From an optimization exercise on the open Yosys and OpenROAD flow, aimed at small area, a short achievable clock period and few clock cycles; shortcuts taken in it are not production practice. The RTL of this run was laid out without a check of its function. No activity file was given, so power comes from the tool's default toggle rates.

**flow/run.sh**
```bash
#!/bin/bash
set -o pipefail
cp standard.sh standard.sh.txt
export SETUP_SLACK_MARGIN=6.1
bash standard.sh > standard.log 2>&1
```
**design.v**
```verilog
`timescale 1ns/1ps
module cnn_conv_top (
    input  logic        clk,
    input  logic        reset,
    input  logic        pix_valid,
    output logic        pix_ready,
    input  logic [7:0]  pix_byte,
    output logic        out_valid,
    input  logic        out_ready,
    output logic [15:0] out_data,
    output logic [2:0]  out_channel,
    output logic        out_last
);
    localparam int IMG   = 28;
    localparam int DEPTH = 2 * IMG + 3;
    logic [7:0]         in_byte;    
    logic               in_full;
    logic [DEPTH*8-1:0] sr;         
    logic [4:0]         row;        
    logic [4:0]         col;
    logic               busy;       
    logic [2:0]         cc;         
    logic [5:0]         oh;         
    logic               win_last;   
    logic               s1v;        
    logic               hold;       
    logic               hold_last;
    logic [2:0]         oc;         
    logic               ov;         
    logic take, push, issue, adv_out, s1_take, feed, is_win, full_nx, busy_nx;
    logic [7:0] q_new;
    assign q_new = 8'(({1'b0, in_byte} + 9'd1) >> 1);
    assign take    = pix_valid && pix_ready;
    assign adv_out = !ov || out_ready;
    assign issue   = adv_out && ((oc[2] && oc[1]) ? hold : s1v);
    assign s1_take = issue && !(oc[2] && oc[1]);
    assign feed    = busy && (!s1v || s1_take);
    assign push    = in_full && !busy;
    assign is_win  = (row >= 5'd2) && (col >= 5'd2);
    assign full_nx = take || (in_full && !push);
    assign busy_nx = push ? is_win : (busy && !(feed && cc == 3'd5));
    always_ff @(posedge clk) begin
        if (!in_full || push) in_byte <= pix_byte;
        if (push) sr <= {sr[(DEPTH-1)*8-1:0], q_new};
    end
    always_ff @(posedge clk) begin
        if (reset) begin
            in_full   <= 1'b0;
            pix_ready <= 1'b1;
            busy      <= 1'b0;
            cc        <= 3'd0;
            oh        <= 6'd1;
            s1v       <= 1'b0;
            hold      <= 1'b0;
            oc        <= 3'd0;
            row       <= 5'd0;
            col       <= 5'd0;
        end else begin
            in_full   <= full_nx;
            busy      <= busy_nx;
            pix_ready <= !full_nx || !busy_nx;
            s1v       <= feed || (s1v && !s1_take);
            if (issue) oc <= oc + 3'd1;
            if (issue && oc == 3'd7) hold <= 1'b0;
            if (feed && cc == 3'd5)  hold <= 1'b1;
            if (push) begin
                cc <= 3'd0;
                oh <= 6'd1;
                if (col == 5'(IMG - 1)) begin
                    col <= 5'd0;
                    row <= (row == 5'(IMG - 1)) ? 5'd0 : row + 5'd1;
                end else begin
                    col <= col + 5'd1;
                end
            end else if (feed) begin
                cc <= cc + 3'd1;
                oh <= {oh[4:0], oh[5]};
            end
        end
    end
    always_ff @(posedge clk) begin
        if (push) win_last <= (row == 5'(IMG - 1)) && (col == 5'(IMG - 1));
        if (feed && cc == 3'd5) hold_last <= win_last;
    end
    logic [7:0] a, b, c, d, e, f, g, h, i;
    assign a = sr[58*8 +: 8];
    assign b = sr[57*8 +: 8];
    assign c = sr[56*8 +: 8];
    assign d = sr[30*8 +: 8];
    assign e = sr[29*8 +: 8];
    assign f = sr[28*8 +: 8];
    assign g = sr[2*8 +: 8];
    assign h = sr[1*8 +: 8];
    assign i = sr[0*8 +: 8];
    logic [8:0]         r1_sa, r1_sb, r1_sc, r1_sd;
    logic signed [8:0]  r1_pn, r1_q4, r1_un, r1_vn6;  
    logic signed [9:0]  r1_e3;      
    logic signed [7:0]  r1_em6;     
    logic signed [9:0]  r2_zz, r2_ww;              
    logic [10:0]        r2_n;       
    logic signed [12:0] r3_y;
    logic signed [9:0]  r3_v6;
    logic [14:0]        r4_v7;
    logic signed [13:0] n14, y14;
    logic signed [19:0] w7;
    assign n14 = $signed({3'd0, r2_n});
    assign y14 = 14'(r3_y);
    assign w7  = $signed({y14, 7'd50}) - 20'(y14 <<< 1) - 20'(y14);
    always_ff @(posedge clk) begin
        r1_sa  <= {1'b0, a} + {1'b0, i};
        r1_sb  <= {1'b0, b} + {1'b0, h};
        r1_sc  <= {1'b0, c} + {1'b0, g};
        r1_sd  <= {1'b0, d} + {1'b0, f};
        r1_pn  <= $signed({1'b0, i}) - $signed({1'b0, a});
        r1_q4  <= $signed({1'b0, g}) - $signed({1'b0, c}) + 9'sd4;
        r1_un  <= $signed({1'b0, h}) - $signed({1'b0, b});
        r1_vn6 <= $signed({1'b0, f}) - $signed({1'b0, d}) - 9'sd6;
        r1_e3  <= $signed({1'b0, e, 1'b0}) + $signed({2'd0, e}) - 10'sd3;
        r1_em6 <= 8'(9'sd6 - $signed({1'b0, e}));
        r2_n   <= {2'd0, r1_sa} + {2'd0, r1_sc} + {2'd0, r1_sb} + {2'd0, r1_sd};
        r2_zz  <= 10'(14'(r1_q4) - (14'(r1_pn) <<< 1));
        r2_ww  <= 10'(14'sd28 - 14'(r1_un) - 14'(r1_vn6));
        r3_y   <= 13'((n14 <<< 1) + n14 + 14'(r1_em6));
    end
    always_ff @(posedge clk) begin
        if (!hold) begin
            r3_v6 <= 10'(((14'(r1_e3) <<< 2) - n14) >>> 2);
            if (y14 < 14'sd0)          r4_v7 <= 15'd0;
            else if (y14 > 14'sd2096)  r4_v7 <= 15'd32767;
            else                       r4_v7 <= w7[17:3];
        end
    end
    logic signed [13:0] se, si, spn, sq4, sun, svn6, ssb, ssd, szz, sww, oa, ob, oc_;
    assign se   = $signed({6'd0, e});
    assign si   = $signed({6'd0, i});
    assign spn  = 14'(r1_pn);
    assign sq4  = 14'(r1_q4);
    assign sun  = 14'(r1_un);
    assign svn6 = 14'(r1_vn6);
    assign ssb  = $signed({5'd0, r1_sb});
    assign ssd  = $signed({5'd0, r1_sd});
    assign szz  = 14'(r2_zz);
    assign sww  = 14'(r2_ww);
    logic signed [13:0] a0, b0, a1, b1, c1, a2, b2, c2, a3, b3, c3, a4, b4, c4, a5, b5, c5;
    assign a0 = (se <<< 3) | 14'sd1;    assign b0 = ~si;
    assign a1 = sq4 <<< 3;              assign b1 = sun <<< 3;     assign c1 = spn <<< 3;
    assign a2 = (spn <<< 2) | 14'sd1;   assign b2 = ~(sq4 <<< 2);  assign c2 = svn6 <<< 3;
    assign a3 = (se <<< 5) | 14'sd18;   assign b3 = ~(ssb <<< 3);  assign c3 = ~(ssd <<< 3);
    assign a4 = n14;                    assign b4 = ~(se <<< 1);   assign c4 = -14'sd47;
    assign a5 = szz <<< 1;              assign b5 = szz;           assign c5 = sww <<< 1;
    assign oa  = ({14{oh[0]}} & a0) | ({14{oh[1]}} & a1) | ({14{oh[2]}} & a2) |
                 ({14{oh[3]}} & a3) | ({14{oh[4]}} & a4) | ({14{oh[5]}} & a5);
    assign ob  = ({14{oh[0]}} & b0) | ({14{oh[1]}} & b1) | ({14{oh[2]}} & b2) |
                 ({14{oh[3]}} & b3) | ({14{oh[4]}} & b4) | ({14{oh[5]}} & b5);
    assign oc_ = ({14{oh[1]}} & c1) | ({14{oh[2]}} & c2) |
                 ({14{oh[3]}} & c3) | ({14{oh[4]}} & c4) | ({14{oh[5]}} & c5);
    logic [13:0] s1_s, s1_c, csa_s, csa_c;
    assign csa_s = oa ^ ob ^ oc_;
    assign csa_c = ((oa & ob) | (oa & oc_) | (ob & oc_)) << 1;
    always_ff @(posedge clk) begin
        if (feed) begin
            s1_s <= csa_s;
            s1_c <= csa_c;
        end
    end
    logic signed [13:0] t1;
    logic [15:0]        res;
    assign t1 = $signed(s1_s + s1_c);
    always_comb begin
        if (oc == 3'd7)      res = {1'b0, r4_v7};
        else if (oc == 3'd6) res = r3_v6[9] ? 16'd0 : {7'd0, r3_v6[8:0]};
        else                 res = t1[13] ? 16'd0 : {6'd0, t1[12:3]};
    end
    always_ff @(posedge clk) begin
        if (reset) begin
            out_valid <= 1'b0;
            ov        <= 1'b0;
        end else if (adv_out) begin
            out_valid <= issue;
            ov        <= issue;
        end
    end
    always_ff @(posedge clk) begin
        if (adv_out) begin
            out_data    <= res;
            out_channel <= oc;
            out_last    <= (oc == 3'd7) && hold_last;
        end
    end
endmodule
```
**constraint.sdc**
```tcl
create_clock -name core_clock -period 9.0 [get_ports {clk}]
set_input_delay 1.8000 -clock core_clock [delete_from_list [all_inputs] [get_ports {clk}]]
set_output_delay 1.8000 -clock core_clock [all_outputs]
set_load 0.01 [all_outputs]
```
**standard.sh**
```bash
#!/bin/bash
# synth_recipe.tcl (not shown) runs the flow's synth.tcl, then flattens the netlist and writes it again
# the make line also repeats each setting of config.mk as NAME=value (left out here)
make -C /OpenROAD-flow-scripts/flow DESIGN_CONFIG=/design/flow/config.mk WORK_HOME=/design/flow/orfs CLKGATE_MAP_FILE= SYNTH_SCRIPT=/design/flow/synth_recipe.tcl "${@:-finish}"
```
**config.mk**
```make
export PLATFORM = sky130hd
export DESIGN_NAME = cnn_conv_top
export DESIGN_NICKNAME = cnn_conv_top
export VERILOG_FILES = /design/flow/design.v
export SDC_FILE = /design/flow/constraint.sdc
export NUM_CORES = 4
export LEC_CHECK = 0
export CAP_MARGIN = 20
export CORE_MARGIN = 2
export CORE_UTILIZATION = 50
export CTS_CLUSTER_DIAMETER = 90
export CTS_CLUSTER_SIZE = 26
export SLEW_MARGIN = 20
```
==> results.txt <==
-- cells by family (layout without fill, tap and decap cells) --
group,after synthesis,count (layout),synth area share
mux,3,3,0.00103
xor+xnor,126,126,0.0377
simple gates,248,248,0.0409
other cells,1,1,0.000128
fa+ha+maj,265,265,0.129
compound gates,346,346,0.0804
flops,710,710,0.674
buf+inv,284,374,0.0369
-- final cells by class --
class / instances / area (um^2)
fillers: 4686 / 25900
flip-flops and latches: 710 / 19800
multi-input cells: 989 / 8600
clock buffers: 54 / 990
inverters: 255 / 965
well taps: 765 / 957
repair buffers: 55 / 484
clock inverters: 10 / 113
-- repair_timing --
item                                    in CTS  in global routing
endpoints found under the setup margin     113                272
cloned                                       1                  1
hold buffers                                 0                  0
resized for setup                          112                 23
pin swaps                                   13                 12
buffers inserted                             5                 10
-- routing by layer --
metal  vias up  part of all wire  track usage
met5         -                 0            0
met3        73             0.039       0.0256
met4         0             0.021       0.0444
met2       240              0.46        0.265
li1       7163                 -            -
met1      7233              0.48        0.244
-- worst register-to-register path: cells and delay by family, from the launching register on --
family	cells	cell delay (ns)
DFF	1	0.85
buffers and inverters	1	0.58
AOI/OAI and AO/OA	2	0.54
adders and majority gates	1	0.47
and+or+nand+nor	1	0.17
-- through the flow --
step | worst slack [ns] | hold slack, ns | utilization
5_1_grt | 6.03 | 0.426 | 0.551
2_1_floorplan | 0.487 | 0.387 | -
6_report | 6.11 | 0.419 | 0.551
4_1_cts | 6.07 | 0.416 | 0.548
3_5_place_dp | 5.08 | 0.405 | 0.528
3_3_place_gp | 5.13 | 0.402 | 0.528
-- sequential cells by signal, indices dropped and copies added (netlist names), 9 cells and up --
register / cells
s1_c: 13
r3_v6: 10
r1_q4: 9
r1_e3: 10
r2_zz: 10
r3_y: 13
r2_ww: 10
r1_un: 9
s1_s: 13
out_data: 15
sr: 472
r1_vn6: 9
r2_n: 11
r1_pn: 9
r4_v7: 15
-- cells in the mapped netlist (4+ instances only) --
library cell / count
edfxtp_1: 552
inv_1: 255
ha_1: 205
dfxtp_1: 158
a21oi_1: 130
xnor2_1: 89
nand2_1: 79
nor2_1: 67
fa_1: 60
xor2_1: 37
o21ai_0: 32
o21bai_1: 29
a21o_1: 25
clkbuf_1: 24
nand3_1: 19
nor3_1: 15
nor2b_1: 14
a22oi_1: 13
o21ai_1: 11
a221oi_1: 10
a221oi_2: 10
nand2b_1: 9
o22ai_1: 9
and2_1: 8
o211ai_1: 8
a222oi_1: 7
o21a_1: 7
o221ai_1: 6
o31ai_1: 6
a211oi_1: 5
and3_1: 5
a21oi_2: 4
nand4_1: 4
nor3b_1: 4
o2111ai_1: 4
or3_1: 4
or4_1: 4
-- path summary, 6_finish.rpt --
path / slack [ns] / endpoint / startpoint
worst max-delay path: 6.11 / out_channel[2] / out_channel[2]
worst min-delay path: 0.42 / sr[105] / sr[97]
worst max register to register: 6.15 / s1_s[12] / oh[2]
worst min register to register: 0.42 / sr[105] / sr[97]
-- where the power goes --
group	leakage, nW	total (mW)	switching, mW	internal (mW)
Clock	0.522	1.80	1.01	0.794
Sequential	6.32	4.05	0.184	3.87
Combinational	5.33	2.55	1.43	1.12
Total	12.2	8.40	2.62	5.78
==> summary.txt <==
Clock tree
  – Maximum clock insertion buffer count: 3
  – Clock transition at the registers of the reported paths: 0.10 ns
  – Clk latency of the worst-skew pair: 0.59 ns
  – TritonCTS clock tree: built
  – H-tree Lvls: 2
  – CTS Sinks: 710
  – CTS buffer count: 35
  – Cell chosen for the clock root: clkbuf_16

STA
  – Actual slew at the worst max-slew pin: 1.09 ns
  – Fin crit share: 0.321
  – Max_slew headroom: 0.272
  – Max Slew Vio Count: 0
  – Hold Violations, Final: 0
  – Worst clock skew: about 0.028 ns
  – Final setup viols: 0
  – Crit path time final: 2.89 ns
  – RSZ-0062 raised after global routing: yes
  – Max Freq: ~350 MHz
  – Setup TNS: 0 ns

Critical path
  – CP Capture Type: primary output
  – Top delay family on crit path: flip-flops
  – Critical path type: reg -> out
  – Max stage delay on crit path: between 0.3 and 0.4 ns
  – Max FO, Critical Path: 1
  – WP data required: 7.20 ns
  – CP cell instances: buf_2
  – Buf+Inv Stages, Crit Path: 1
  – Worst-case reg-to-reg path depth: 5
  – WP depth: 1
  – Worst endpoint data arrival time: 1.09 ns
  – Startpoint Class: flip-flop
  – CP max stage cell: edfxtp_1

Synth
  – Post-synth cell types: 73
  – Post-synth EDFFs: 552
  – Post-synthesis sequential area ratio: 0.674
  – Mapped cell area: 0.0293 mm^2
  – Warnings from Yosys: 1
  – Yosys top cell by area: edfxtp_1
  – Yosys top cell area share: 0.566
  – FF+latch count, synth: 710
  – Top_reg_cell synth: edfxtp_1
  – FFs w/ async S/R, synth: 0
  – Synthesized instance count: about 2000
  – Syn nets: roughly 2300
  – Syn Area/Cell: between 10 and 15 um^2
  – Largest cells by area after synthesis: edfxtp_1, dfxtp_1, ha_1

Die
  – Row count: 88
  – Core Footprint: about 0.058 mm^2
  – Die height: 246 um
  – IO Pins: 34
  – Die Width: 246 um
  – Starting density of the core: 0.506
  – Total die area: between 0.06 and 0.07 mm^2

Power
  – Max IR drop VDD: 0.000328 V
  – Power Total: approximately 8.4 mW
  – Lkg Pwr: 12.2 nW
  – PD cells: 264 mW/mm^2

GRT
  – Total gr overflow: 0
  – Antenna violations before repair: 1
  – Vias in the first global route: 14509
  – All-Layer GR Usage: 0.168
  – Largest net degree at the start of global routing: 180
  – First-pass GRT wire length: 78.9 mm

Placed design
  – HPWL after detailed placement: 34.1 mm
  – GPL Wtd Cong: approximately 0.84
  – Buffers added on ports: 32
  – Post-DP Area: between 0.03 and 0.04 mm^2
  – Post-Place Cells: 2757

Min path
  – Hold/Removal Path Class: reg -> reg
  – Hold path depth: 0

Cells and area
  – Layout Cell Area excl Fill: 0.0319 mm^2
  – Antenna diode count: 0
  – Most frequent cells in the layout: edfxtp_1, inv_1, ha_1, dfxtp_1, a21oi_1
  – Non-filler cells in the finished layout: around 2800
  – Final nets: approximately 2300
  – Synth-to-Final Area Change: 8.85%
  – Commonest non-fill, non-tap cell in the layout: edfxtp_1
  – Layout cells sized above 1: 0.0786

Drt
  – DRC: 0
  – Avg WL per Cell: between 15 and 20 um
  – Vias: roughly 15000
  – Post-DRT Antenna Nets: 0
  – Routed vias/inst: between 5 and 6
  – Initial drt markers: roughly 1100
  – TritonRoute pass-1 iters: 5
  – Final Routed Wirelength: a little over 50 mm

Job
  – Max Cap Violations: 0

Run status
  – Status: complete, no violations

## afterwards: timing with drivers on the ports
How much do the figures lean on ideal ports? The routed layout below was timed once more, with nothing changed but the port constraints.
Step 1 assumes that a clkbuf_16 drives the clock port and a buf_2 every other input.
Step 2 also shifts input and output timing later by t, the mid clock arrival at the registers, as if the neighbouring blocks saw the same clock.
Slacks: ideal ports / drivers / drivers and shift; pairs: ideal ports / drivers.
t (ns): 0.627
setup slack, ns: 6.112 / 6.058 / 5.588
slew at the worst register clock pin (ns): 0.10 / 0.10
After both steps this run still meets setup and hold. For this run, drivers alone change the setup slack by -0.054 ns; drivers and shift together by -0.524 ns.
